Background: an optimization exercise with open tools, aiming at small area and a short achievable clock period. Do not read the settings as production practice.
Where RTL was checked, it was by simulation tests only, not by an equivalence proof against the original.
No functional check of the RTL was part of runs 1 and 8.
Power and IR drop assume default switching activity. The flow treats the clock pin as an ideal source, which a real chip does not have.

<file path="flow/design.v">
package uart_pkg;
  localparam int unsigned PARITY_NONE = 0;
  localparam int unsigned PARITY_ODD  = 1;
  localparam int unsigned PARITY_EVEN = 2;
  typedef enum logic [2:0] {
    IDLE,
    START,
    DATA,
    PARITY,
    STOP
  } tx_state_t;
  function automatic integer calc_ticks(input integer clk_hz, input integer baud);
    calc_ticks = clk_hz / baud;
  endfunction
  function automatic logic cfg_legal(input integer data_bits, input integer parity_mode,
                                     input integer stop_bits, input integer fifo_depth,
                                     input integer ticks);
    cfg_legal = (data_bits >= 5) && (data_bits <= 9) &&
           (parity_mode <= PARITY_EVEN) &&
           ((stop_bits == 1) || (stop_bits == 2)) &&
           (fifo_depth >= 2) && ((fifo_depth & (fifo_depth - 1)) == 0) &&
           (ticks >= 2);
  endfunction
endpackage
module uart_sync_fifo #(
  parameter int unsigned WIDTH = 8,
  parameter int unsigned N     = 257,   
  parameter int unsigned G     = 4
) (
  input  logic             clk,
  input  logic [N-1:0]     we,      
  input  logic [WIDTH-1:0] wd,      
  input  logic [WIDTH-1:0] wd_n,    
  input  logic             clean,   
  output logic [WIDTH-1:0] tap      
);
  logic [WIDTH*N-1:0] q;
  always_ff @(posedge clk)
    q[WIDTH-1:0] <= we[0] ? wd : (q[WIDTH*N-1 -: WIDTH] & {WIDTH{~clean}});
  for (genvar p = 1; p < N; p++) begin : g_pos
    if (p % G != 0) begin : g_hop
      always_ff @(posedge clk) q[WIDTH*p +: WIDTH] <= q[WIDTH*(p-1) +: WIDTH];
    end else if ((p / G) % 2 == 1) begin : g_wr0
      always_ff @(posedge clk)
        q[WIDTH*p +: WIDTH] <= ~(({WIDTH{we[p]}} & wd) | q[WIDTH*(p-1) +: WIDTH]);
    end else begin : g_wr1
      always_ff @(posedge clk)
        q[WIDTH*p +: WIDTH] <= ~(({WIDTH{~we[p]}} | wd_n) & q[WIDTH*(p-1) +: WIDTH]);
    end
  end
  assign tap = q[WIDTH*N-1 -: WIDTH];
endmodule
module uart_tx_cfg #(
  parameter int unsigned CLK_FREQ    = 50_000_000,
  parameter int unsigned BAUD_RATE   = 115200,
  parameter int unsigned DATA_BITS   = 8,
  parameter int unsigned PARITY_MODE = 0,
  parameter int unsigned STOP_BITS   = 1,
  parameter int unsigned FIFO_DEPTH  = 256
) (
  input  logic                          CLK,
  input  logic                          RST,
  input  logic                          i_valid,
  input  logic [DATA_BITS-1:0]          i_data,
  output logic                          o_ready,
  output logic                          o_tx,
  output logic                          o_busy,
  output logic [$clog2(FIFO_DEPTH):0]   o_level
);
  localparam int unsigned TICKS = uart_pkg::calc_ticks(CLK_FREQ, BAUD_RATE);
  localparam int unsigned TW    = $clog2(TICKS);
  localparam int unsigned LW    = $clog2(FIFO_DEPTH) + 1;
  localparam int unsigned N     = FIFO_DEPTH + 1;
  localparam int unsigned PW    = $clog2(N);
  localparam int unsigned G     = 4;
  localparam int unsigned GW    = $clog2(G);
  if (!(DATA_BITS == 8 && PARITY_MODE == uart_pkg::PARITY_NONE && STOP_BITS == 1 &&
        FIFO_DEPTH == 256 && uart_pkg::cfg_legal(DATA_BITS, PARITY_MODE, STOP_BITS,
                                                 FIFO_DEPTH, TICKS))) begin : g_cfg_err
    $error("uart_tx_cfg: only DATA_BITS 8, PARITY_MODE 0, STOP_BITS 1, FIFO_DEPTH 256 are supported");
  end
  localparam logic [1:0] S_IDLE = 2'd0, S_START = 2'd1, S_DATA = 2'd2, S_STOP = 2'd3;
  logic [1:0]           state_q, state_d;
  logic [TW-1:0]        tick_q, tick_d;
  logic [2:0]           c_q, c_d;
  logic                 nb_q, nb_d, nx_q, nx_d, nxv_q, nxv_d;
  logic                 txn_q, tx_d, busy_q, busy_d;    
  logic                 te_q, kz_q;          
  logic [LW-1:0]        lvo_q;               
  logic [LW-1:0]        level_q, level_d;
  logic [G-1:0]         pend_q, pend_d;
  logic [DATA_BITS-1:0] dly_q [G-1];
  logic [DATA_BITS-1:0] wd_q, wd_n_q, wd_d;
  logic                 wr, wr_q, full_q;
  logic [PW-1:0]        k_q, k_d;    
  logic [PW-1:0]        m_q, m_d;    
  logic                 push, pop, nonempty, tick_end, want, fetch, cap, clean;
  logic                 sweep_q;
  logic [N-1:0]         we;
  logic [DATA_BITS-1:0] tap;
  function automatic logic [PW-1:0] inc_pw(input logic [PW-1:0] v);
    logic [PW-1:0] m;    
    m = '0;
    for (int i = 0; i < PW; i++) begin
      inc_pw[i] = v[i] ^ ((v & m) == m);
      m[i]      = 1'b1;
    end
  endfunction
  function automatic logic [PW-1:0] dec_pw(input logic [PW-1:0] v);
    logic [PW-1:0] m;    
    m = '0;
    for (int i = 0; i < PW; i++) begin
      dec_pw[i] = v[i] ^ ((v & m) == '0);
      m[i]      = 1'b1;
    end
  endfunction
  assign nonempty = (level_q != '0);
  assign push     = i_valid && !level_q[LW-1];
  assign tick_end = te_q;
  assign wr      = wr_q;
  always_comb begin
    logic older;
    pend_d[0] = push;
    for (int j = 1; j < G; j++) begin
      older = 1'b0;
      for (int i = j; i < G; i++) older = older | pend_q[i];
      pend_d[j] = pend_q[j-1] && !(wr && !older);
    end
    wd_d = i_data;
    for (int j = 1; j < G; j++) if (pend_d[j]) wd_d = dly_q[j-1];
  end
  assign want  = ((state_q == S_START) || ((state_q == S_DATA) && (c_q != '0))) && !nxv_q;
  assign fetch = want && kz_q;                   
  assign cap   = fetch && (c_q == 3'd7);         
  assign clean = sweep_q || cap;
  always_comb begin
    k_d = cap ? k_q : (k_q[PW-1] ? '0 : inc_pw(k_q));    
    m_d = wr ? m_q : (m_q[PW-1] ? '0 : inc_pw(m_q));
    for (int p = 0; p < N; p++) we[p] = (p % G == 0) && wr && (m_q[PW-1:GW] == (PW-GW)'(p / G));
  end
  uart_sync_fifo #(.WIDTH(DATA_BITS), .N(N), .G(G)) u_fifo (
    .clk   (CLK),
    .we    (we),
    .wd    (wd_q),
    .wd_n  (wd_n_q),
    .clean (clean),
    .tap   (tap)
  );
  always_comb begin
    state_d = state_q;
    tick_d  = tick_q;
    c_d     = c_q;
    nb_d    = nb_q;
    nx_d    = fetch ? tap[c_q] : nx_q;
    nxv_d   = nxv_q || fetch;
    tx_d    = 1'b1;
    busy_d  = 1'b1;
    pop     = 1'b0;
    if (state_q != S_IDLE) tick_d = tick_end ? '0 : inc_pw(tick_q);
    case (state_q)
      S_IDLE: begin
        busy_d = 1'b0;
        if (nonempty) begin
          pop     = 1'b1;
          state_d = S_START;
          tick_d  = '0;
        end
      end
      S_START: begin
        tx_d = 1'b0;
        if (tick_end) begin
          state_d = S_DATA;
          nb_d    = nx_q;
          nxv_d   = 1'b0;
          c_d     = 3'd1;
        end
      end
      S_DATA: begin
        tx_d = nb_q;
        if (tick_end) begin
          if (c_q == '0) begin
            state_d = S_STOP;
          end else begin
            nb_d  = nx_q;
            nxv_d = 1'b0;
            c_d   = c_q + 3'd1;
          end
        end
      end
      default: begin
        if (tick_end) begin
          if (nonempty) begin
            pop     = 1'b1;
            state_d = S_START;
          end else begin
            state_d = S_IDLE;
          end
        end
      end
    endcase
  end
  always_comb begin
    logic [LW-1:0] up, dn;
    up = inc_pw(level_q);
    dn = dec_pw(level_q);
    if (push) level_d = pop ? level_q : up;
    else      level_d = pop ? dn : level_q;
  end
  always_ff @(posedge CLK or negedge RST) begin
    if (!RST) begin
      state_q <= S_IDLE;
      c_q     <= '0;
      nxv_q   <= 1'b0;
      txn_q   <= 1'b0;
      lvo_q   <= '0;
      kz_q    <= 1'b1;
      busy_q  <= 1'b0;
      level_q <= '0;
      pend_q  <= '0;
      k_q     <= '0;
      m_q     <= '0;
      sweep_q <= 1'b1;
      tick_q  <= '0;
      te_q    <= 1'b0;
      wr_q    <= 1'b0;
      full_q  <= 1'b0;
    end else begin
      state_q <= state_d;
      c_q     <= c_d;
      nxv_q   <= nxv_d;
      txn_q   <= !tx_d;
      lvo_q   <= level_d;
      kz_q    <= cap || k_q[PW-1];
      busy_q  <= busy_d;
      level_q <= level_d;
      pend_q  <= pend_d;
      k_q     <= k_d;
      m_q     <= m_d;
      sweep_q <= sweep_q && !k_q[PW-1];
      tick_q  <= tick_d;
      te_q    <= (state_q != S_IDLE) && (tick_q == TW'(TICKS - 2));
      wr_q    <= (m_d[GW-1:0] == '0) && (pend_d != '0);
      if (push && !pop)      full_q <= (level_q == LW'(FIFO_DEPTH - 1));
      else if (pop && !push) full_q <= 1'b0;
    end
  end
  always_ff @(posedge CLK) begin
    nb_q    <= nb_d;
    nx_q    <= nx_d;
    dly_q[0] <= i_data;
    for (int j = 1; j < G - 1; j++) dly_q[j] <= dly_q[j-1];
    wd_q     <= wd_d;
    wd_n_q   <= ~wd_d;
  end
  assign o_tx    = !txn_q;
  assign o_busy  = busy_q;
  assign o_ready = !full_q;
  assign o_level = lvo_q;
endmodule
</file>
<file path="flow/run.sh">
#!/bin/bash
# synth_recipe.tcl (not shown) runs the flow's synth.tcl, then flattens the netlist and writes it again
# the make line also repeats each setting of config.mk as NAME=value (left out here)
make -C /OpenROAD-flow-scripts/flow DESIGN_CONFIG=/design/flow/config.mk WORK_HOME=/design/flow/orfs CLKGATE_MAP_FILE= SYNTH_SCRIPT=/design/flow/synth_recipe.tcl finish
</file>
<file path="flow/constraint.sdc">
create_clock -name core_clock -period 4.5 [get_ports {CLK}]
set_input_delay 0.9000 -clock core_clock [delete_from_list [all_inputs] [get_ports {CLK}]]
set_output_delay 0.9000 -clock core_clock [all_outputs]
set_load 0.01 [all_outputs]
</file>
<file path="flow/config.mk">
export PLATFORM = sky130hd
export DESIGN_NAME = uart_tx_cfg
export DESIGN_NICKNAME = uart_tx_cfg
export VERILOG_FILES = /design/flow/design.v
export SDC_FILE = /design/flow/constraint.sdc
export NUM_CORES = 4
export LEC_CHECK = 0
export CAP_MARGIN = 20
export CORE_MARGIN = 2
export CORE_UTILIZATION = 65
export CTS_CLUSTER_DIAMETER = 80
export CTS_CLUSTER_SIZE = 30
export SETUP_SLACK_MARGIN = 2.7
export SLEW_MARGIN = 20
</file>
==> results.toml, run 1 <==
[routing]
num_vias = 21600
wl_per_cell_um = 20.0
via_per_inst = 5.09
dr.pass1.iters = 7
drt_iter0_markers = 1296
drtAntennaViolNets = 0
wl_mm = 84.9
drc = 0

[setup_path]
reg2reg_slack_ns = 2.08
path_class = "flop to flop"
cp-start-kind = "flop"
startpoint = "lvo_q[6]"
critical_path_peak_fanout = 4
rr_endpoint = "lvo_q[7]"
critical_path.endpoint_type = "flop"
worstRegToRegCells = 8
critPathArrivalTime_ns = 2.97
required_ns = 5.05
regToRegStartpoint = "lvo_q[6]"

[clock_tree]
clkLatencyLatePin_ns = 0.66
numCtsBuffers = 82
tritoncts = "built"
cts_root_buf = "clkbuf_16"
cts.sink_count = 2151
cts_max_level = 3
cts_buffer_depth = 3
path_clk_slew_ns = 0.11

[synth]
syn-num-nets = 3149
synthDistinctLibCells = 61
synth_cells = 3120
ys_seq_area_share_pct = 89.2
synth-main-ff-cell = "dfxtp_1"
yosys.area.top_type = "dfxtp_1"
synth_warnings = 3
synth_seq_cells = 2151
synth.most_common_cell = "dfxtp_1"
async_reset_ff_share_pct = 2.46
synth_edf_count = 2
synthTopCellsByCount = "dfxtp_1, o21ai_0, a21oi_1"
syn_area_per_cell_um2 = 15.6
synth.top_cell.area_share_pct = 86.4
synth_area_leaders = "dfxtp_1, o21ai_0, a21oi_1"
syn_area_um2 = 48600

[layout]
fin_nets = 3289
stdcell_area_um2 = 53900
synthToLayoutAreaGrowth_pct = 10.9
drive_gt1_share_pct = 11.8
finalNonFillerCells = 4243

[place]
dp.cells = 4044
portBuffers = 22
place_ws_ns = 1.29
gp_congestion = 0.790
placed_area_um2 = 49900
dp_hpwl_mm = 45.7

[min_path]
hold-path-endpoint = "u_fifo.q[1199]"
holdPathStages = 0
min_from = "u_fifo.q[1191]"
hold_class = "flop to flop"

[status]
outcome = "timing/DRC/antenna clean"

[die]
die_width_um = 277
start_util_pct = 65.5
dieArea_um2 = 76900
coreArea_um2 = 74200
ios = 23
die_y_um = 277
rows = 100

[sta]
fin_tns_setup_ns = 0
fin_crit_ns = 2.42
rsz0062_at_grt = "true"
worst_slew_margin_rel_pct = 33.6
hold_viol = 0
timing.fmax_mhz = 414
fin_ws_ns = 2.08
fin_skew_ns = 0.0250
drv_slew = 0
final-setup-viol-count = 0
finalCritPeriodShare_pct = 53.7
tightest_slew_ns = 0.996

[pwr]
peakVddDrop_uv = 426
total_power_uw = 32800
powerDensity_nw_per_um2 = 609
p_leak_uw = 0.0212

[global_route]
antenna_found_initial = 2
first_global_vias = 21700
grt_pass1_wl_mm = 129
grt_start_max_net_pins = 54
globalRoute.totalOverflow = 0
track_usage_pct = 22.0

[flow_run]
drv_cap = 0
-- critical path, stage by stage (launching register included) --
cell	delay (ns)
dfrtp_1	0.42
buf_6	0.14
or4_4	0.44
or2_4	0.27
o221ai_4	0.15
ha_4	0.26
nor4_4	0.34
a22oi_2	0.15
xnor2_1	0.14
-- state kept, by name (all words and copies together), names as in the netlist, 2 cells and up --
register	count
u_fifo.q	2056
dly_q	24
m_q	9
c_q	3
wd_q	8
k_q	9
lvo_q	9
wd_n_q	8
pend_q	4
tick_q	9
state_q	2
-- layout make-up --
cell class / instances / area, µm²
tap: 969 / 1210
clock inverter: 8 / 113
multi-input combinational: 866 / 5650
antenna: 1 / 2.50
fill: 4711 / 20300
clock buffer: 89 / 2120
inverter: 17 / 67.6
timing repair buffer: 142 / 1290
sequential: 2151 / 43400
-- cell usage in the layout, fill, tap and decap left out, drive strengths merged, types with 16 or more instances in the layout --
master	synthesis	routed
ha	18	18
dfxtp	2096	2096
inv	17	21
clkbuf	73	90
a22o	16	16
a21oi	269	269
nand2	53	53
nand3	18	18
nor2	56	56
buf	13	132
o21ai	282	282
dfrtp	51	51
-- through the flow --
stage / hold WS (ns) / utilization (%)
after floorplan: 0.310 / -
after global placement: 0.309 / 67.3
after detailed placement: 0.312 / 67.3
after CTS: 0.313 / 72.1
after global routing: 0.329 / 72.6
final: 0.320 / 72.6
-- power breakdown --
group | internal (µW) | switching, µW
clock network | 3440 | 5250
registers | 20100 | 977
logic | 961 | 2030
-- layer usage --
layer / wire length [µm] / vias up / track usage (%)
met1: 43000 / 10700 / 33.8
li1: - / 10400 / -
met5: 0 / - / 0
met4: 1710 / 0 / 5.52
met3: 2750 / 124 / 2.82
met2: 37400 / 328 / 33.5
-- repair_timing --
item / in CTS / in global routing
buffers inserted: 72 / 28
hold endpoints to repair: 0 / 0
gates cloned: 0 / 1
hold buffers: 0 / 0
setup endpoints to repair: 581 / 401
pin swaps: 29 / 18
resized for setup: 223 / 67
-- worst max path at each step --
stage               endpoint  slack, ns
floorplan           lvo_q[7]       2.03
global placement    lvo_q[7]       1.34
detailed placement  lvo_q[7]       1.29
CTS                 lvo_q[7]       2.14
global route        lvo_q[7]       1.99
finish              lvo_q[7]       2.08
-- logic make-up (layout without fill, tap and decap cells) --
| family | count (synthesis) | in the layout | synth area share (%) |
|---|---|---|---|
| muxes | 15 | 15 | 0.376 |
| AOI/OAI and AO/OA | 616 | 616 | 6.79 |
| other | 0 | 1 | 0 |
| adders and majority gates | 19 | 19 | 0.484 |
| buffers and inverters | 103 | 256 | 0.816 |
| and+or+nand+nor | 207 | 207 | 2.14 |
| DFF | 2151 | 2151 | 89.2 |
| xor gates and xnor gates | 9 | 9 | 0.162 |
==> inputs of run 2 (changes only) <==
--- a/flow/design.v
+++ b/flow/design.v
@@ -91,7 +91,7 @@
   logic [G-1:0]         pend_q, pend_d;
   logic [DATA_BITS-1:0] dly_q [G-1];
   logic [DATA_BITS-1:0] wd_q, wd_n_q, wd_d;
-  logic                 wr, wr_q, full_q;
+  logic                 wr, wr_q, full_q, ne_q;    
   logic [PW-1:0]        k_q, k_d;    
   logic [PW-1:0]        m_q, m_d;    
   logic                 push, pop, nonempty, tick_end, want, fetch, cap, clean;
@@ -114,7 +114,7 @@
       m[i]      = 1'b1;
     end
   endfunction
-  assign nonempty = (level_q != '0);
+  assign nonempty = ne_q;
   assign push     = i_valid && !level_q[LW-1];
   assign tick_end = te_q;
   assign wr      = wr_q;
@@ -224,6 +224,7 @@
       te_q    <= 1'b0;
       wr_q    <= 1'b0;
       full_q  <= 1'b0;
+      ne_q    <= 1'b0;
     end else begin
       state_q <= state_d;
       c_q     <= c_d;
@@ -242,6 +243,8 @@
       wr_q    <= (m_d[GW-1:0] == '0) && (pend_d != '0);
       if (push && !pop)      full_q <= (level_q == LW'(FIFO_DEPTH - 1));
       else if (pop && !push) full_q <= 1'b0;
+      if (push && !pop)      ne_q <= 1'b1;
+      else if (pop && !push) ne_q <= (level_q != LW'(1));
     end
   end
   always_ff @(posedge CLK) begin
==> results.toml, run 2 <==
[die]
die_width_um = 277
dieArea_um2 = 77000
coreArea_um2 = 74200
rows = 100
die_y_um = 277
start_util_pct = 65.5
ios = 23

[layout]
final_common_cell = "dfxtp_1"
synthToLayoutAreaGrowth_pct = 11.1
layout_common_cells = "dfxtp_1, o21ai_0, a21oi_1, clkbuf_16, buf_4"
finalNonFillerCells = 4256
fin_nets = 3302
drive_gt1_share_pct = 13.1
utilization_pct = 72.8
largest_reg_flops = 2056
top_regs = "u_fifo.q x2056, dly_q x24"
largest_register = "u_fifo.q"

[sta]
final-setup-viol-count = 0
drv_slew = 0
timing.fmax_mhz = 470
fin_tns_setup_ns = 0
tightest_slew_ns = 0.990
finalCritPeriodShare_pct = 47.3
worst_slew_margin_rel_pct = 34.0
rsz0062_at_grt = "true"
fin_skew_ns = 0.0217
fin_crit_ns = 2.13
hold_viol = 0

[global_route]
grt_start_max_net_pins = 55
antenna_found_initial = 4
track_usage_pct = 22.2
first_global_vias = 21400
grt_pass1_wl_mm = 128
globalRoute.totalOverflow = 0

[routing]
via_per_inst = 5.08
wl_per_cell_um = 20.2
num_vias = 21600
dr.pass1.iters = 5
drc = 0
wl_mm = 86.1
drtAntennaViolNets = 0
drt_iter0_markers = 1493

[setup_path]
slowest_stage = "dfrtp_2"
rr_endpoint = "u_fifo.q[1793]"
critical_path_peak_fanout = 2
path_buf_inv = 1
worstRegToRegCells = 4
cp-start-kind = "flop"
cpPeakStageDelay_ns = 0.45
path_class = "flop to output port"
critical_path.endpoint_type = "output port"
required_ns = 3.60
path_cells = "buf_6"
regToRegStartpoint = "m_q[3]"
reg2reg_slack_ns = 2.67
cp_top_family = "flip-flops"
cp_num_cells = 1
critPathArrivalTime_ns = 1.23

[clock_tree]
hold_buffers = 0
cts_root_buf = "clkbuf_16"
clkLatencyLatePin_ns = 0.67
path_clk_slew_ns = 0.10
numCtsBuffers = 82
tritoncts = "built"
cts_max_level = 3
cts_buffer_depth = 3
cts.sink_count = 2152

[synth]
yosys.area.top_type = "dfxtp_1"
synth_cells = 3146
synth-main-ff-cell = "dfxtp_1"
synth_edf_count = 2
syn-num-nets = 3175
async_reset_ff_share_pct = 2.51
synthDistinctLibCells = 56
synth_warnings = 3
ys_seq_area_share_pct = 89.2
synth.most_common_cell = "dfxtp_1"
synth_seq_cells = 2152
syn_area_um2 = 48600
synthTopCellsByCount = "dfxtp_1, o21ai_0, a21oi_1"
synth.top_cell.area_share_pct = 86.3
synth_area_leaders = "dfxtp_1, o21ai_0, a21oi_1"
syn_area_per_cell_um2 = 15.5

[status]
outcome = "timing/DRC/antenna clean"

[pwr]
powerDensity_nw_per_um2 = 622
p_leak_uw = 0.0212
peakVddDrop_uv = 738

[min_path]
hold-path-endpoint = "u_fifo.q[1180]"
hold_class = "flop to flop"
min_from = "u_fifo.q[1172]"
holdPathStages = 0

[place]
portBuffers = 22
dp.cells = 4074
dp_hpwl_mm = 45.0
gp_congestion = 0.799

[flow_run]
drv_cap = 0
## run 2: logic make-up (layout without fill, tap and decap cells)
kind of cell    after synthesis  after routing  synth area share [%]
xor+xnor                     14             14                 0.252
simple gates                242            243                  2.41
fa+ha+maj                    18             18                 0.463
buf+inv                     101            239                 0.821
flops                      2152           2152                  89.2
mux                           8              8                 0.224
other cells                   0              1                     0
compound gates              611            612                  6.61
## run 2: final cells by class
class / count / area (µm²)
Fill cell: 4768 / 20200
Clock inverter: 8 / 110
Timing Repair Buffer: 122 / 1130
Inverter: 20 / 97.6
Clock buffer: 89 / 2120
Antenna cell: 1 / 2.50
Sequential cell: 2152 / 43400
Tap cell: 969 / 1210
Multi-Input combinational cell: 895 / 5930
## run 2: worst max-delay path by stage
stage / start / to
after floorplan: i_valid / lvo_q[8]
after global placement: wr_q / u_fifo.q[323]
after detailed placement: wr_q / u_fifo.q[257]
after CTS: lvo_q[0] / o_level[0]
after global routing: lvo_q[3] / o_level[3]
final: lvo_q[0] / o_level[0]
## run 2: per-layer routing
layer	track usage (%)	part of all wire [%]	up-vias
met5	0	0	-
met4	6.22	2.3	0
met3	2.96	3.2	129
met2	33.6	44	311
met1	33.8	50	10700
li1	-	-	10500
## run 2: what timing repair did
item,4_1_cts,5_1_grt
cloned,1,1
setup endpoints to repair,577,362
buffers inserted,43,39
gates resized for setup,206,147
pin swaps,21,78
## run 2: power breakdown
part	total (µW)	switching, µW	internal [µW]
Sequential	21500	1130	20300
Clock	8700	5260	3440
Combinational	3450	2380	1070
## run 2: metrics by stage
step | hold WS (ns) | area [µm²] | setup slack (ns) | power [µW]
2_1_floorplan | 0.310 | 48700 | 2.58 | 22500
3_3_place_gp | 0.310 | 49900 | 1.83 | 24300
3_5_place_dp | 0.312 | 49900 | 1.84 | 24400
4_1_cts | 0.327 | 53100 | 2.34 | 33300
5_1_grt | 0.312 | 54000 | 2.32 | 34700
6_report | 0.320 | 54000 | 2.37 | 33600
==> inputs of run 3 (changes only) <==
--- a/flow/config.mk
+++ b/flow/config.mk
@@ -7,8 +7,8 @@
 export LEC_CHECK = 0
 export CAP_MARGIN = 20
 export CORE_MARGIN = 2
-export CORE_UTILIZATION = 65
+export CORE_UTILIZATION = 70
 export CTS_CLUSTER_DIAMETER = 80
 export CTS_CLUSTER_SIZE = 30
-export SETUP_SLACK_MARGIN = 2.7
+export SETUP_SLACK_MARGIN = 2.5
 export SLEW_MARGIN = 20
==> results.toml, run 3 <==
[status]
outcome = "timing/DRC/antenna clean"

[place]
dp_hpwl_mm = 44.1
portBuffers = 22
gp_congestion = 0.814
place_ws_ns = 1.83
placed_area_um2 = 49900

[routing]
drtAntennaViolNets = 0
wl_met3_mm = 2.83
drt_iter0_markers = 1761
num_vias = 21500
drc = 0
via_per_inst = 5.17
wl_met2_mm = 37.6
top_layer = "met4"
wl_mm = 85.6
wl_per_cell_um = 20.6
dr.pass1.iters = 5
wl_met1_mm = 43.2

[synth]
ys_seq_area_share_pct = 89.2
synth_seq_cells = 2152
yosys.area.top_type = "dfxtp_1"
synth-main-ff-cell = "dfxtp_1"
synth_area_leaders = "dfxtp_1, o21ai_0, a21oi_1"
synth_cells = 3146
synth_warnings = 3
syn_area_um2 = 48600
synth_edf_count = 2
synthTopCellsByCount = "dfxtp_1, o21ai_0, a21oi_1"
syn-num-nets = 3175
async_reset_ff_share_pct = 2.51
synth.top_cell.area_share_pct = 86.3
syn_area_per_cell_um2 = 15.5
synth.most_common_cell = "dfxtp_1"
synthDistinctLibCells = 56

[die]
dieArea_um2 = 71600
ios = 23
rows = 96
start_util_pct = 70.8
coreArea_um2 = 68700
die_width_um = 268
die_y_um = 268

[layout]
largest_reg_flops = 2056
synthToLayoutAreaGrowth_pct = 8.47
seqCellArea_um2 = 43400
drive_gt1_share_pct = 8.40
top_regs = "u_fifo.q x2056, dly_q x24"
fin_nets = 3241
antenna_cells = 0
final_common_cell = "dfxtp_1"
multi_input_area_um2 = 5310
largest_register = "u_fifo.q"
fill_cells = 4136
layout_common_cells = "dfxtp_1, o21ai_0, a21oi_1, clkbuf_16, nand2_1"
utilization_pct = 76.8
stdcell_area_um2 = 52700

[pwr]
total_power_uw = 33000
p_leak_uw = 0.0207
peakVddDrop_uv = 719
powerDensity_nw_per_um2 = 626

[clock_tree]
cts_buffer_depth = 3
path_clk_slew_ns = 0.11
cts.sink_count = 2152
numCtsBuffers = 82
cts_root_buf = "clkbuf_16"
hold_buffers = 0
clkLatencyLatePin_ns = 0.67
tritoncts = "built"
cts_max_level = 3

[global_route]
grt_start_max_net_pins = 55
first_global_vias = 21600
grt_pass1_wl_mm = 129
globalRoute.totalOverflow = 0
antenna_found_initial = 2
track_usage_pct = 24.2

[sta]
drv_slew = 0
fin_skew_ns = 0.0315
worst_slew_margin_rel_pct = 38.4
finalCritPeriodShare_pct = 47.3
hold_viol = 0
fin_crit_ns = 2.13
rsz0062_at_grt = "true"
final-setup-viol-count = 0
fin_ws_ns = 2.37
tightest_slew_ns = 0.924
timing.fmax_mhz = 470
fin_tns_setup_ns = 0

[setup_path]
cp_top_family = "flip-flops"
cpPeakStageDelay_ns = 0.44
startpoint = "lvo_q[2]"
path_class = "flop to output port"
slowest_stage = "dfrtp_2"
path_cells = "buf_6"
regToRegStartpoint = "m_q[7]"
critPathArrivalTime_ns = 1.23
required_ns = 3.60
critical_path.endpoint_type = "output port"
critical_path_peak_fanout = 2
cp-start-kind = "flop"
path_buf_inv = 1

[flow_run]
drv_cap = 0

[min_path]
hold_class = "flop to flop"
min_from = "u_fifo.q[1066]"
==> run 3: routing by layer <==
layer / vias to the layer above / track usage, %
met2: 353 / 36.9
met5: - / 0
met4: 0 / 5.87
met1: 10700 / 37.3
met3: 134 / 3.23
li1: 10300 / -
==> run 3: path summary, 6_finish.rpt <==
check                                      end  slack (ns)  depth (start not counted)
min in group asynchronous            tick_q[1]        0.38                          2
worst max register to register   u_fifo.q[546]        2.50                          4
max in group asynchronous               m_q[5]        3.58                          2
worst min-delay path            u_fifo.q[1074]        0.31                          0
worst min register to register  u_fifo.q[1074]        0.31                          0
worst max-delay path                o_level[2]        2.37                          1
==> run 3: cell type report <==
cell class              instances  area share, %
multi-input cells             893           10.1
inverters                      20          0.168
clock inverters                 8          0.204
well taps                     931           2.21
flip-flops and latches       2152           82.3
clock buffers                  91           4.04
repair buffers                 63          0.985
==> run 3: kinds of logic (layout without fill, tap and decap cells) <==
family / after synthesis / after routing / share of synthesized area, %
multiplexers: 8 / 8 / 0.224
flip-flops: 2152 / 2152 / 89.2
buffers and inverters: 101 / 182 / 0.821
XOR/XNOR: 14 / 14 / 0.252
AND/OR/NAND/NOR: 242 / 242 / 2.41
adder cells (fa/ha/maj): 18 / 18 / 0.463
AO/OA/AOI/OAI: 611 / 611 / 6.61
==> run 3: power by group <==
part | switching, µW | total [µW] | internal, µW
sequential | 926 | 21300 | 20300
combinational | 2300 | 3020 | 712
clock | 5270 | 8720 | 3450
total | 8500 | 33000 | 24500
==> run 3: stage by stage <==
stage | cells | hold slack [ns]
3_5_place_dp | 4037 | 0.312
4_1_cts | 4152 | 0.318
3_3_place_gp | 4037 | 0.310
6_report | 4158 | 0.311
2_1_floorplan | 3146 | 0.310
5_1_grt | 4158 | 0.320
==> run 3: timing repair <==
| action | in CTS | in global routing |
|---|---|---|
| buffers inserted | 16 | 6 |
| gates resized for setup | 125 | 55 |
| pin swaps | 3 | 3 |
| setup endpoints to repair | 515 | 402 |
| endpoints found under the hold margin | 0 | 0 |
==> inputs of run 4 (changes only) <==
--- a/flow/config.mk
+++ b/flow/config.mk
@@ -7,7 +7,7 @@
 export LEC_CHECK = 0
 export CAP_MARGIN = 20
 export CORE_MARGIN = 2
-export CORE_UTILIZATION = 70
+export CORE_UTILIZATION = 65
 export CTS_CLUSTER_DIAMETER = 80
 export CTS_CLUSTER_SIZE = 30
 export SETUP_SLACK_MARGIN = 2.5
==> results.toml, run 4 <==
[pwr]
powerDensity_nw_per_um2 = 623
p_leak_uw = 0.0208
total_power_uw = 33000
peakVddDrop_uv = 658

[setup_path]
cp-start-kind = "flop"
cp_top_family = "flip-flops"
path_buf_inv = 1
critical_path_peak_fanout = 2
required_ns = 3.60
critical_path.endpoint_type = "output port"
path_class = "flop to output port"
path_cells = "buf_2"
critPathArrivalTime_ns = 1.21
slowest_stage = "dfrtp_1"
cpPeakStageDelay_ns = 0.41

[sta]
whs_ns = 0.326
rsz0062_at_grt = "true"
fin_tns_setup_ns = 0
finalCritPeriodShare_pct = 46.8
fin_skew_ns = 0.0210
hold_viol = 0
timing.fmax_mhz = 475
fin_crit_ns = 2.11
worst_slew_margin_rel_pct = 32.4
final-setup-viol-count = 0
tightest_slew_ns = 1.01
drv_slew = 0

[synth]
syn_area_per_cell_um2 = 15.5
synth_area_leaders = "dfxtp_1, o21ai_0, a21oi_1"
syn-num-nets = 3175
synth_cells = 3146
synth.most_common_cell = "dfxtp_1"
synth-main-ff-cell = "dfxtp_1"
synth_warnings = 3
synth_seq_cells = 2152
synth_edf_count = 2
synthTopCellsByCount = "dfxtp_1, o21ai_0, a21oi_1"
syn_area_um2 = 48600
ys_seq_area_share_pct = 89.2
synth.top_cell.area_share_pct = 86.3
synthDistinctLibCells = 56
async_reset_ff_share_pct = 2.51
yosys.area.top_type = "dfxtp_1"

[die]
dieArea_um2 = 77000
die_y_um = 277
die_width_um = 277
ios = 23
start_util_pct = 65.5
coreArea_um2 = 74200
rows = 100

[layout]
fin_nets = 3256
layout_common_cells = "dfxtp_1, o21ai_0, a21oi_1, clkbuf_16, nand2_1"
largest_register = "u_fifo.q"
largest_reg_flops = 2056
synthToLayoutAreaGrowth_pct = 8.75
utilization_pct = 71.3
final_common_cell = "dfxtp_1"
top_regs = "u_fifo.q x2056, dly_q x24"
finalNonFillerCells = 4210
drive_gt1_share_pct = 8.71

[clock_tree]
numCtsBuffers = 82
tritoncts = "built"
hold_buffers = 0
cts.sink_count = 2152
cts_root_buf = "clkbuf_16"
clkLatencyLatePin_ns = 0.66
cts_max_level = 3
path_clk_slew_ns = 0.10
cts_buffer_depth = 3

[routing]
dr.pass1.iters = 5
drtAntennaViolNets = 0
drc = 0
wl_mm = 83.9
wl_per_cell_um = 19.9
via_per_inst = 5.12
num_vias = 21500
drt_iter0_markers = 1508

[place]
dp_hpwl_mm = 45.4
gp_congestion = 0.776
dp.cells = 4074
portBuffers = 22

[flow_run]
drv_cap = 0

[status]
outcome = "timing/DRC/antenna clean"

[global_route]
antenna_found_initial = 2
first_global_vias = 21600
track_usage_pct = 22.0
grt_start_max_net_pins = 55
globalRoute.totalOverflow = 0
grt_pass1_wl_mm = 128

[min_path]
hold_class = "flop to flop"
==> run 4: cell types whose count changed in the layout (fill, tap and decap cells not counted), sizes merged <==
cell	change
clkinvlp	+1
buf	+15
clkinv	-4
diode	+2
==> run 4: worst paths after layout <==
| path | depth (start not counted) | slack (ns) | endpoint | start |
|---|---|---|---|---|
| max in group asynchronous | 2 | 3.55 | m_q[5] | RST |
| min in group asynchronous | 2 | 0.39 | tick_q[4] | RST |
| setup / recovery | 1 | 2.39 | o_level[3] | lvo_q[3] |
| setup reg to reg | 4 | 2.50 | u_fifo.q[962] | m_q[2] |
| hold reg to reg | 0 | 0.33 | u_fifo.q[88] | u_fifo.q[80] |
| hold / removal | 0 | 0.33 | u_fifo.q[88] | u_fifo.q[80] |
==> run 4: report_power, final <==
group | switching, µW | total [µW] | internal, µW
sequential | 1150 | 21500 | 20300
combinational | 2010 | 2800 | 797
clock | 5210 | 8670 | 3460
total | 8360 | 33000 | 24600
==> run 4: logic make-up after synthesis <==
family	synth area share [%]
flip-flops	89.2
AO/OA/AOI/OAI	6.61
AND/OR/NAND/NOR	2.41
buffers and inverters	0.821
adder cells (fa/ha/maj)	0.463
XOR/XNOR	0.252
multiplexers	0.224
==> run 4: per-stage QoR <==
| stage | worst slack, ns | instance area, µm² |
|---|---|---|
| 6_report | 2.39 | 52900 |
| 5_1_grt | 2.35 | 52900 |
| 4_1_cts | 2.34 | 52500 |
| 3_5_place_dp | 1.86 | 49900 |
| 3_3_place_gp | 1.79 | 49900 |
| 2_1_floorplan | 2.53 | 48700 |
==> run 4: area by class of cell <==
cell class	count	area [µm²]
Sequential cell	2152	43400
Fill cell	4948	21300
Inverter	20	91.3
Multi-Input combinational cell	893	5280
Tap cell	969	1210
Clock buffer	91	2150
Antenna cell	2	5.00
Clock inverter	5	65.1
Timing Repair Buffer	78	642
==> run 4: what timing repair did <==
item | in CTS | in global routing
setup buffers | 15 | 23
pin swaps | 1 | 6
gates resized for setup | 129 | 50
setup endpoints to repair | 474 | 323
==> run 4: per-layer routing <==
layer / wire length [µm] / part of all wire (%) / track usage (%) / vias to the layer above
met5: 0 / 0 / 0 / -
met4: 1820 / 2.2 / 5.32 / 0
met3: 3210 / 3.8 / 3.42 / 132
met2: 37000 / 44 / 33.8 / 343
met1: 41800 / 50 / 33.0 / 10700
li1: - / - / - / 10400
==> inputs of run 5 (changes only) <==
--- a/flow/config.mk
+++ b/flow/config.mk
@@ -8,7 +8,7 @@
 export CAP_MARGIN = 20
 export CORE_MARGIN = 2
 export CORE_UTILIZATION = 65
-export CTS_CLUSTER_DIAMETER = 80
-export CTS_CLUSTER_SIZE = 30
+export CTS_CLUSTER_DIAMETER = 100
+export CTS_CLUSTER_SIZE = 34
 export SETUP_SLACK_MARGIN = 2.5
 export SLEW_MARGIN = 20
==> results.toml, run 5 <==
[status]
outcome = "timing/DRC/antenna clean"

[pwr]
peakVddDrop_uv = 646
p_leak_uw = 0.0207
powerDensity_nw_per_um2 = 618

[sta]
hold_viol = 0
whs_ns = 0.316
tightest_slew_ns = 1.03
rsz0062_at_grt = "true"
final-setup-viol-count = 0
drv_slew = 0
worst_slew_margin_rel_pct = 31.4
fin_skew_ns = 0.0294
fin_tns_setup_ns = 0
fin_crit_ns = 2.11
finalCritPeriodShare_pct = 47.0
timing.fmax_mhz = 473

[flow_run]
drv_cap = 0

[synth]
synth_area_leaders = "dfxtp_1, o21ai_0, a21oi_1"
synth_seq_cells = 2152
synth_warnings = 3
syn_area_um2 = 48600
synth-main-ff-cell = "dfxtp_1"
synth_edf_count = 2
synth.top_cell.area_share_pct = 86.3
synth.most_common_cell = "dfxtp_1"
syn_area_per_cell_um2 = 15.5
synthTopCellsByCount = "dfxtp_1, o21ai_0, a21oi_1"
synthDistinctLibCells = 56
yosys.area.top_type = "dfxtp_1"
ys_seq_area_share_pct = 89.2
synth_cells = 3146
async_reset_ff_share_pct = 2.51
syn-num-nets = 3175

[clock_tree]
tritoncts = "built"
cts_root_buf = "clkbuf_16"
cts.sink_count = 2152
path_clk_slew_ns = 0.12
cts_buffer_depth = 3
hold_buffers = 0
numCtsBuffers = 73
clkLatencyLatePin_ns = 0.67
cts_max_level = 3

[die]
dieArea_um2 = 77000
die_width_um = 277
start_util_pct = 65.5
coreArea_um2 = 74200
ios = 23
die_y_um = 277
rows = 100

[global_route]
grt_start_max_net_pins = 55
first_global_vias = 21400
grt_pass1_wl_mm = 126
globalRoute.totalOverflow = 0
antenna_found_initial = 2
track_usage_pct = 21.8

[min_path]
min_from = "u_fifo.q[1074]"
holdPathStages = 0
hold_class = "flop to flop"
hold-path-endpoint = "u_fifo.q[1082]"

[layout]
largest_reg_flops = 2056
top_regs = "u_fifo.q x2056, dly_q x24"
fill_cells = 4960
synthToLayoutAreaGrowth_pct = 8.30
layout_common_cells = "dfxtp_1, o21ai_0, a21oi_1, nand2_1, clkbuf_16"
fin_nets = 3250
final_common_cell = "dfxtp_1"
multi_input_area_um2 = 5280
drive_gt1_share_pct = 8.45
utilization_pct = 71.0
seqCellArea_um2 = 43400
largest_register = "u_fifo.q"

[routing]
via_per_inst = 5.09
drt_iter0_markers = 1576
drtAntennaViolNets = 0
num_vias = 21400
wl_mm = 83.3
wl_per_cell_um = 19.8
drc = 0
dr.pass1.iters = 5

[setup_path]
critical_path.endpoint_type = "output port"
path_buf_inv = 1
cp_top_family = "flip-flops"
regToRegStartpoint = "state_q[0]"
rr_endpoint = "lvo_q[7]"
slowest_stage = "dfrtp_2"
path_cells = "buf_6"
reg2reg_slack_ns = 2.53
critPathArrivalTime_ns = 1.21
cpPeakStageDelay_ns = 0.45
worstRegToRegCells = 9
critical_path_peak_fanout = 2
cp-start-kind = "flop"
path_class = "flop to output port"
required_ns = 3.60

[place]
gp_congestion = 0.776
dp_hpwl_mm = 45.4
portBuffers = 22
==> run 5: cell counts after synthesis <==
Identical to the previous run, type by type.
==> run 5: area by class of cell <==
type                    instances  share of cell area, %
repair buffers                 81                   1.26
inverters                      20                  0.173
clock buffers                  82                   3.65
multi-input cells             893                   10.0
clock inverters                 4                  0.109
diodes                          1                0.00475
flip-flops and latches       2152                   82.5
well taps                     969                   2.30
==> run 5: power breakdown <==
part           leakage [µW]  switching (µW)  total, µW  internal [µW]
Sequential           0.0182            1130      21500          20300
Combinational       0.00151            2000       2830            825
Clock              0.000969            5150       8270           3120
Total                0.0207            8290      32600          24300
==> run 5: logic make-up (layout without fill, tap and decap cells) <==
family                   Yosys count  count (layout)  synth area share, %
multiplexers                       8               8                0.224
other                              0               1                    0
buffers and inverters            101             187                0.821
flip-flops                      2152            2152                 89.2
AO/OA/AOI/OAI                    611             611                 6.61
AND/OR/NAND/NOR                  242             242                 2.41
XOR/XNOR                          14              14                0.252
adder cells (fa/ha/maj)           18              18                0.463
==> run 5: timing repair <==
item                       CTS  global route
hold endpoints to repair     0             0
setup endpoints to repair  466           321
gates resized for setup    134            44
gates cloned                 0             0
buffers inserted            15            26
pin swaps                    1             8
==> run 5: worst max-delay path by stage <==
stage / startpoint / end / slack [ns] / depth (start not counted)
2_1_floorplan: i_valid / lvo_q[7] / 2.53 / 7
3_3_place_gp: i_valid / ne_q / 1.79 / 7
3_5_place_dp: i_valid / ne_q / 1.86 / 7
4_1_cts: lvo_q[2] / o_level[2] / 2.35 / 1
5_1_grt: lvo_q[2] / o_level[2] / 2.33 / 1
6_report: lvo_q[2] / o_level[2] / 2.39 / 1
==> run 5: metrics by stage <==
stage | cells | setup WS [ns] | total power (µW) | instance area (µm²)
after floorplan | 3146 | 2.53 | 22500 | 48700
after global placement | 4074 | 1.79 | 24200 | 49900
after detailed placement | 4074 | 1.86 | 24300 | 49900
after CTS | 4175 | 2.35 | 32500 | 52300
after global routing | 4201 | 2.33 | 33700 | 52600
final | 4202 | 2.39 | 32600 | 52700
==> run 5: per-layer routing <==
layer / share of wire (%) / GRT usage [%]
met2: 44 / 33.5
met3: 3.6 / 3.42
met5: 0 / 0
met1: 50 / 32.7
met4: 2.4 / 5.56
==> inputs of run 6 (changes only) <==
--- a/flow/config.mk
+++ b/flow/config.mk
@@ -8,7 +8,7 @@
 export CAP_MARGIN = 20
 export CORE_MARGIN = 2
 export CORE_UTILIZATION = 65
-export CTS_CLUSTER_DIAMETER = 100
-export CTS_CLUSTER_SIZE = 34
+export CTS_CLUSTER_DIAMETER = 90
+export CTS_CLUSTER_SIZE = 32
 export SETUP_SLACK_MARGIN = 2.5
 export SLEW_MARGIN = 20
==> results.toml, run 6 <==
[status]
outcome = "timing/DRC/antenna clean"

[sta]
fin_tns_setup_ns = 0
drv_slew = 0
final-setup-viol-count = 0
fin_ws_ns = 2.40
worst_slew_margin_rel_pct = 34.3
finalCritPeriodShare_pct = 46.6
timing.fmax_mhz = 477
hold_viol = 0
rsz0062_at_grt = "true"
fin_crit_ns = 2.10
fin_skew_ns = 0.0377
tightest_slew_ns = 0.986

[routing]
via_per_inst = 5.08
drt_iter0_markers = 1404
num_vias = 21400
drtAntennaViolNets = 0
wl_per_cell_um = 19.7
wl_mm = 82.8
drc = 0
dr.pass1.iters = 5

[layout]
fin_nets = 3250
utilization_pct = 70.9
seqCellArea_um2 = 43400
top_regs = "u_fifo.q x2056, dly_q x24"
largest_reg_flops = 2056
synthToLayoutAreaGrowth_pct = 8.27
layout_common_cells = "dfxtp_1, o21ai_0, a21oi_1, clkbuf_16, nand2_1"
stdcell_area_um2 = 52600
multi_input_area_um2 = 5260
final_common_cell = "dfxtp_1"
fill_cells = 4938
finalNonFillerCells = 4202
largest_register = "u_fifo.q"
drive_gt1_share_pct = 8.36

[place]
placed_area_um2 = 49900
gp_congestion = 0.776
portBuffers = 22
dp.cells = 4074
dp_hpwl_mm = 45.4
place_ws_ns = 1.86

[die]
coreArea_um2 = 74200
start_util_pct = 65.5
ios = 23
die_width_um = 277
die_y_um = 277
dieArea_um2 = 77000
rows = 100

[pwr]
internal-power_uw = 24300
p_comb_share_pct = 8.5
peakVddDrop_uv = 651
swShare_pct = 25.3
powerDensity_nw_per_um2 = 617
p_clk_share_pct = 25.5
power_frac_seq_pct = 66.0
switching_power_uw = 8210
p_leak_uw = 0.0207

[global_route]
grt_pass1_wl_mm = 127
first_global_vias = 21400
track_usage_pct = 21.7
globalRoute.totalOverflow = 0
antenna_found_initial = 2
grt_start_max_net_pins = 55

[synth]
syn-num-nets = 3175
synth_area_leaders = "dfxtp_1, o21ai_0, a21oi_1"
synth.top_cell.area_share_pct = 86.3
synthTopCellsByCount = "dfxtp_1, o21ai_0, a21oi_1"
synthDistinctLibCells = 56
async_reset_ff_share_pct = 2.51
synth_cells = 3146
synth.most_common_cell = "dfxtp_1"
syn_area_per_cell_um2 = 15.5
synth_warnings = 3
yosys.area.top_type = "dfxtp_1"
ys_seq_area_share_pct = 89.2
synth-main-ff-cell = "dfxtp_1"
syn_area_um2 = 48600
synth_edf_count = 2
synth_seq_cells = 2152

[clock_tree]
cts_root_buf = "clkbuf_16"
tritoncts = "built"
cts_max_level = 3
path_clk_slew_ns = 0.11
cts.sink_count = 2152
cts_buffer_depth = 3
numCtsBuffers = 77
clkLatencyLatePin_ns = 0.66

[setup_path]
critical_path.endpoint_type = "output port"
critical_path_peak_fanout = 2
critPathArrivalTime_ns = 1.20
reg2reg_slack_ns = 2.52
slowest_stage = "dfrtp_2"
required_ns = 3.60
cp-start-kind = "flop"
path_cells = "buf_6"
path_class = "flop to output port"
cp_top_family = "flip-flops"
cpPeakStageDelay_ns = 0.44
path_buf_inv = 1

[min_path]
hold_class = "flop to flop"

[flow_run]
drv_cap = 0
-- run 6: cell type report --
type | instances | share of cell area (%)
Inverter | 20 | 0.174
Timing Repair Buffer | 77 | 1.23
Tap cell | 969 | 2.30
Sequential cell | 2152 | 82.5
Clock buffer | 85 | 3.72
Multi-Input combinational cell | 893 | 9.99
Antenna cell | 2 | 0.00951
Clock inverter | 4 | 0.0856
-- run 6: what timing repair did --
| action | in CTS | in global routing |
|---|---|---|
| setup endpoints to repair | 464 | 331 |
| hold buffers | 0 | 0 |
| setup buffers | 15 | 22 |
| pin swaps | 1 | 7 |
| gates resized for setup | 134 | 40 |
-- run 6: worst paths after layout --
kind                                 from        endpoint  cells past startpoint
max                              lvo_q[1]      o_level[1]                      1
min reg2reg                u_fifo.q[1120]  u_fifo.q[1128]                      0
max in group asynchronous             RST          m_q[5]                      2
min in group asynchronous             RST       tick_q[4]                      2
min                        u_fifo.q[1120]  u_fifo.q[1128]                      0
max reg2reg                        m_q[3]   u_fifo.q[770]                      4
-- run 6: routing by layer --
layer / track usage (%) / vias to the layer above / share of wire (%)
met2: 33.8 / 321 / 45
met1: 32.7 / 10600 / 50
met4: 4.58 / 0 / 1.9
met3: 3.28 / 112 / 3.5
met5: 0 / - / 0
li1: - / 10400 / -
-- run 6: logic make-up after synthesis --
logic type               after synthesis  synth area share (%)
AO/OA/AOI/OAI                        611                  6.61
multiplexers                           8                 0.224
AND/OR/NAND/NOR                      242                  2.41
XOR/XNOR                              14                 0.252
buffers and inverters                101                 0.821
flip-flops                          2152                  89.2
adder cells (fa/ha/maj)               18                 0.463
-- run 6: power by group through the flow --
stage | logic [µW] | registers [µW] | clock network, µW
after floorplan | 1440 | 21000 | 0
after detailed placement | 2380 | 21900 | 0
final | 2770 | 21400 | 8270
after global placement | 2300 | 21900 | 0
after global routing | 2950 | 21600 | 9100
after CTS | 2580 | 21500 | 8450
-- run 6: through the flow --
stage	hold slack, ns	total power (µW)
floorplan	0.310	22500
global placement	0.310	24200
detailed placement	0.312	24300
CTS	0.316	32500
global route	0.325	33600
finish	0.319	32500
==> inputs of run 7 (changes only) <==
--- a/flow/config.mk
+++ b/flow/config.mk
@@ -10,5 +10,5 @@
 export CORE_UTILIZATION = 65
 export CTS_CLUSTER_DIAMETER = 90
 export CTS_CLUSTER_SIZE = 32
-export SETUP_SLACK_MARGIN = 2.5
+export SETUP_SLACK_MARGIN = 2.4
 export SLEW_MARGIN = 20
==> results.toml, run 7 <==
[setup_path]
critPathArrivalTime_ns = 1.23
required_ns = 3.60
critical_path_peak_fanout = 2
critical_path.endpoint_type = "output port"
cp_top_family = "flip-flops"
cp-start-kind = "flop"
path_class = "flop to output port"
slowest_stage = "dfrtp_2"
path_buf_inv = 1
path_cells = "buf_6"
cpPeakStageDelay_ns = 0.45

[clock_tree]
hold_buffers = 0
cts_buffer_depth = 3
cts_max_level = 3
cts.sink_count = 2152
numCtsBuffers = 77
path_clk_slew_ns = 0.11
tritoncts = "built"
clkLatencyLatePin_ns = 0.67
cts_root_buf = "clkbuf_16"

[die]
die_width_um = 277
coreArea_um2 = 74200
rows = 100
dieArea_um2 = 77000
start_util_pct = 65.5
ios = 23
die_y_um = 277

[place]
dp_hpwl_mm = 43.8
portBuffers = 22
gp_congestion = 0.798

[layout]
final_common_cell = "dfxtp_1"
drive_gt1_share_pct = 7.47
largest_register = "u_fifo.q"
largest_reg_flops = 2056
layout_common_cells = "dfxtp_1, o21ai_0, a21oi_1, clkbuf_16, nand2_1"
fin_nets = 3227
fill_cells = 4937
synthToLayoutAreaGrowth_pct = 7.86
top_regs = "u_fifo.q x2056, dly_q x24"

[synth]
synth_cells = 3146
synth_warnings = 3
syn_area_um2 = 48600
synth.top_cell.area_share_pct = 86.3
yosys.area.top_type = "dfxtp_1"
syn-num-nets = 3175
syn_area_per_cell_um2 = 15.5
ys_seq_area_share_pct = 89.2
synthDistinctLibCells = 56
synth_seq_cells = 2152
synth.most_common_cell = "dfxtp_1"
synth-main-ff-cell = "dfxtp_1"
synth_area_leaders = "dfxtp_1, o21ai_0, a21oi_1"
async_reset_ff_share_pct = 2.51
synth_edf_count = 2
synthTopCellsByCount = "dfxtp_1, o21ai_0, a21oi_1"

[sta]
hold_viol = 0
rsz0062_at_grt = "true"
tightest_slew_ns = 0.907
worst_slew_margin_rel_pct = 39.6
fin_crit_ns = 2.13
timing.fmax_mhz = 470
finalCritPeriodShare_pct = 47.2
fin_tns_setup_ns = 0
final-setup-viol-count = 0
fin_skew_ns = 0.0261
drv_slew = 0

[global_route]
first_global_vias = 21400
globalRoute.totalOverflow = 0
grt_start_max_net_pins = 55
track_usage_pct = 22.2
grt_pass1_wl_mm = 128
antenna_found_initial = 3

[routing]
via_per_inst = 5.10
wl_mm = 85.1
drc = 0
dr.pass1.iters = 5
drt_iter0_markers = 1619
drtAntennaViolNets = 0
num_vias = 21300
wl_per_cell_um = 20.3

[flow_run]
drv_cap = 0

[status]
outcome = "timing/DRC/antenna clean"

[pwr]
total_power_uw = 32700
powerDensity_nw_per_um2 = 624
peakVddDrop_uv = 785
p_leak_uw = 0.0206

[min_path]
hold_class = "flop to flop"
## run 7: kinds of logic after synthesis
group           synth area share, %
compound gates                 6.61
flops                          89.2
fa+ha+maj                     0.463
simple gates                   2.41
xor+xnor                      0.252
buf+inv                       0.821
mux                           0.224
## run 7: repair_timing
action / in CTS / in global routing
setup buffers: 13 / 6
pin swaps: 1 / 1
resized for setup: 104 / 48
endpoints found under the setup margin: 479 / 289
## run 7: area by class of cell
type,count,area (µm²),area share (%)
Multi-Input combinational cell,893,5170,9.86
Timing Repair Buffer,54,433,0.826
Sequential cell,2152,43400,82.8
Clock buffer,88,2030,3.88
Antenna cell,2,5.00,0.00954
Clock inverter,6,70.1,0.134
Tap cell,969,1210,2.31
Inverter,20,81.3,0.155
## run 7: final timing paths
kind	from	to	slack (ns)	cells after the start
max	lvo_q[1]	o_level[1]	2.37	1
min	u_fifo.q[628]	u_fifo.q[636]	0.32	0
max reg2reg	m_q[7]	u_fifo.q[1508]	2.42	4
min reg2reg	u_fifo.q[628]	u_fifo.q[636]	0.32	0
max in group asynchronous	RST	wr_q	3.55	2
min in group asynchronous	RST	lvo_q[6]	0.36	2
## run 7: stage by stage
step | worst slack (ns) | utilization, % | cells | hold slack (ns) | instance area, µm²
2_1_floorplan | 2.42 | - | 3146 | 0.310 | 48600
3_3_place_gp | 1.79 | 67.2 | 4069 | 0.310 | 49900
3_5_place_dp | 1.70 | 67.2 | 4069 | 0.312 | 49900
4_1_cts | 2.24 | 70.4 | 4176 | 0.320 | 52200
5_1_grt | 2.31 | 70.7 | 4182 | 0.326 | 52400
6_report | 2.37 | 70.7 | 4184 | 0.320 | 52400
## run 7: report_power, final
part           total (µW)  leakage [µW]  switching, µW  internal [µW]
combinational        2360       0.00135           1700            666
clock                8510       0.00103           5220           3290
sequential          21800        0.0182           1490          20300
total               32700        0.0206           8410          24300
## run 7: metal layers
metal | global-route usage (%) | part of all wire [%] | vias to the layer above
li1 | - | - | 10300
met4 | 5.84 | 2.1 | 0
met3 | 3.38 | 3.7 | 128
met1 | 33.8 | 51 | 10500
met5 | 0 | 0 | -
met2 | 33.3 | 43 | 370
==> inputs of run 8 (changes only) <==
--- a/flow/design.v
+++ b/flow/design.v
@@ -86,7 +86,7 @@
   logic                 nb_q, nb_d, nx_q, nx_d, nxv_q, nxv_d;
   logic                 txn_q, tx_d, busy_q, busy_d;    
   logic                 te_q, kz_q;          
-  logic [LW-1:0]        lvo_q;               
+  logic [LW-1:0]        lvo_q, lvn_q;
   logic [LW-1:0]        level_q, level_d;
   logic [G-1:0]         pend_q, pend_d;
   logic [DATA_BITS-1:0] dly_q [G-1];
@@ -114,6 +114,7 @@
       m[i]      = 1'b1;
     end
   endfunction
+  assign level_q  = ~lvn_q;
   assign nonempty = ne_q;
   assign push     = i_valid && !level_q[LW-1];
   assign tick_end = te_q;
@@ -215,7 +216,7 @@
       lvo_q   <= '0;
       kz_q    <= 1'b1;
       busy_q  <= 1'b0;
-      level_q <= '0;
+      lvn_q   <= '1;
       pend_q  <= '0;
       k_q     <= '0;
       m_q     <= '0;
@@ -233,7 +234,7 @@
       lvo_q   <= level_d;
       kz_q    <= cap || k_q[PW-1];
       busy_q  <= busy_d;
-      level_q <= level_d;
+      lvn_q   <= ~level_d;
       pend_q  <= pend_d;
       k_q     <= k_d;
       m_q     <= m_d;
--- a/flow/config.mk
+++ b/flow/config.mk
@@ -8,7 +8,7 @@
 export CAP_MARGIN = 20
 export CORE_MARGIN = 2
 export CORE_UTILIZATION = 65
-export CTS_CLUSTER_DIAMETER = 90
-export CTS_CLUSTER_SIZE = 32
-export SETUP_SLACK_MARGIN = 2.4
+export CTS_CLUSTER_DIAMETER = 80
+export CTS_CLUSTER_SIZE = 30
+export SETUP_SLACK_MARGIN = 2.5
 export SLEW_MARGIN = 20
==> results.toml, run 8 <==
[clock_tree]
cts.sink_count = 2161
numCtsBuffers = 82
clkLatencyLatePin_ns = 0.66
path_clk_slew_ns = 0.11
cts_root_buf = "clkbuf_16"
cts_max_level = 3
hold_buffers = 0
cts_buffer_depth = 3
tritoncts = "built"

[routing]
via_per_inst = 5.15
drc = 0
num_vias = 21700
drtAntennaViolNets = 0
wl_mm = 83.7
wl_per_cell_um = 19.9
drt_iter0_markers = 1489
dr.pass1.iters = 5

[setup_path]
critical_path.endpoint_type = "output port"
critPathArrivalTime_ns = 1.22
worstRegToRegCells = 4
path_cells = "inv_1 -> buf_2"
regToRegStartpoint = "m_q[6]"
path_class = "flop to output port"
path_buf_inv = 2
reg2reg_slack_ns = 2.48
critical_path_peak_fanout = 2
required_ns = 3.60
rr_endpoint = "u_fifo.q[806]"
slowest_stage = "dfrtp_1"
cp-start-kind = "flop"
cp_top_family = "flip-flops"
cpPeakStageDelay_ns = 0.40

[die]
dieArea_um2 = 77800
die_y_um = 279
coreArea_um2 = 74600
start_util_pct = 65.9
rows = 100
ios = 23
die_width_um = 279

[global_route]
grt_pass1_wl_mm = 128
grt_start_max_net_pins = 41
globalRoute.totalOverflow = 0
first_global_vias = 21600
antenna_found_initial = 2
track_usage_pct = 21.6

[sta]
hold_viol = 0
fin_skew_ns = 0.0259
drv_slew = 0
final-setup-viol-count = 0
fin_ws_ns = 2.38
finalCritPeriodShare_pct = 47.2
rsz0062_at_grt = "true"
fin_tns_setup_ns = 0
tightest_slew_ns = 1.16
fin_crit_ns = 2.12
timing.fmax_mhz = 471
worst_slew_margin_rel_pct = 22.9

[pwr]
peakVddDrop_uv = 394
powerDensity_nw_per_um2 = 560
p_leak_uw = 0.0210

[synth]
synth-main-ff-cell = "dfxtp_1"
synth_seq_cells = 2161
synth_area_leaders = "dfxtp_1, o21ai_0, a21oi_1"
synth_cells = 3173
async_reset_ff_share_pct = 2.92
ys_seq_area_share_pct = 88.8
synth.most_common_cell = "dfxtp_1"
synth_warnings = 3
syn_area_um2 = 49100
synth.top_cell.area_share_pct = 85.4
syn-num-nets = 3210
syn_area_per_cell_um2 = 15.5
synthDistinctLibCells = 60
yosys.area.top_type = "dfxtp_1"
synth_edf_count = 2
synthTopCellsByCount = "dfxtp_1, o21ai_0, a21oi_1"

[place]
dp_hpwl_mm = 45.8
gp_congestion = 0.798
portBuffers = 22
place_ws_ns = 1.82

[layout]
largest_register = "u_fifo.q"
largest_reg_flops = 2056
final_common_cell = "dfxtp_1"
drive_gt1_share_pct = 8.39
top_regs = "u_fifo.q x2056, dly_q x24"
layout_common_cells = "dfxtp_1, o21ai_0, a21oi_1, clkbuf_16, nand2_1"
antenna_cells = 0
synthToLayoutAreaGrowth_pct = 8.42
fin_nets = 3269
fill_cells = 4848

[status]
outcome = "timing/DRC/antenna clean"

[flow_run]
drv_cap = 0

[min_path]
hold_class = "input port to async pin"
[run 8: how the worst max path moves through the flow]
stage | start | to | slack [ns] | cells after the start
after floorplan | i_valid | ne_q | 2.62 | 5
final | full_q | o_ready | 2.38 | 2
after global routing | full_q | o_ready | 2.32 | 2
after global placement | i_valid | ne_q | 1.86 | 6
after detailed placement | m_q[5] | u_fifo.q[354] | 1.82 | 4
after CTS | wr_q | u_fifo.q[2055] | 2.17 | 4
[run 8: layout make-up]
cell class	count	area [µm²]	share of cell area [%]
clock buffer	89	2120	3.98
clock inverter	5	58.8	0.110
inverter	23	87.6	0.164
multi-input combinational	902	5530	10.4
sequential	2161	43700	82.0
tap	969	1210	2.28
timing repair buffer	62	603	1.13
[run 8: cells by family (layout without fill, tap and decap cells)]
logic type               count (synthesis)  count (layout)  share of synthesized area, %
AO/OA/AOI/OAI                          626             626                          6.77
XOR/XNOR                                16              16                         0.285
adder cells (fa/ha/maj)                 27              27                         0.683
buffers and inverters                  110             179                         0.909
flip-flops                            2161            2161                          88.8
multiplexers                            12              12                         0.311
AND/OR/NAND/NOR                        221             221                          2.27
[run 8: timing repair]
item,CTS,global route
resized for setup,114,69
endpoints found under the setup margin,560,381
pin swaps,5,13
buffers inserted,8,15
[run 8: layer usage]
layer,vias up,global-route usage [%],routed length [µm]
met2,338,33.1,36900
met1,10800,33.0,42400
met3,122,2.49,2670
li1,10400,-,-
met4,0,5.57,1760
met5,-,0,0
[run 8: where the power goes]
| part | switching [µW] | internal [µW] | total (µW) |
|---|---|---|---|
| logic | 732 | 455 | 1190 |
| registers | 391 | 19600 | 20000 |
| clock network | 5220 | 3420 | 8640 |
[run 8: per-stage QoR]
step	std cells	hold WS, ns	util, %	instance area (µm²)	power, µW
floorplan	3173	0.310	-	49100	21000
global placement	4093	0.309	67.5	50300	21400
detailed placement	4093	0.312	67.5	50300	21400
CTS	4195	0.321	70.8	52800	29900
global route	4211	0.114	71.4	53300	30800
finish	4211	0.132	71.4	53300	29900
[run 8: worst reg2reg max path, delay by kind of cell, from the launching register on]
family	cells	cell delay [ns]
simple gates	3	1.16
flops	1	0.57
compound gates	1	0.12

-- what the ideal ports hide --
No port has a modelled driver above. Below, the same layouts with a new extraction and two added sets of constraints.
Step 1, drivers: a clkbuf_16 drives CLK and a buf_2 each remaining input, both assumed.
Step 2, shift: input delay + t, output delay - t, t = (earliest + latest rising clock arrival at the registers) / 2. This alone moves slack from input paths to output paths.
a / b / c = ideal / step 1 / step 2; a / b = the first two.
run | t, ns | setup WS [ns] | worst slew at a driven data input, ns | pins driven straight from the clock port
run 1 | 0.720 | 2.084 / 2.074 / 1.439 | 0.05 | 1
run 2 | 0.726 | 2.372 / 2.300 / 2.018 | 0.06 | 1
run 3 | 0.730 | 2.372 / 2.298 / 1.971 | 0.04 | 1
run 4 | 0.717 | 2.395 / 2.327 / 1.938 | 0.08 | 1
run 5 | 0.711 | 2.387 / 2.324 / 1.945 | 0.08 | 1
run 6 | 0.707 | 2.402 / 2.337 / 1.951 | 0.08 | 1
run 7 | 0.726 | 2.374 / 2.303 / 1.813 | 0.06 | 1
run 8 | 0.712 | 2.378 / 2.309 / 1.840 | 0.04 | 1
After both steps every run listed still meets setup and hold. The setup slack of run 1, which loses most, moves by -0.010 ns with the drivers and by -0.645 ns with both steps.
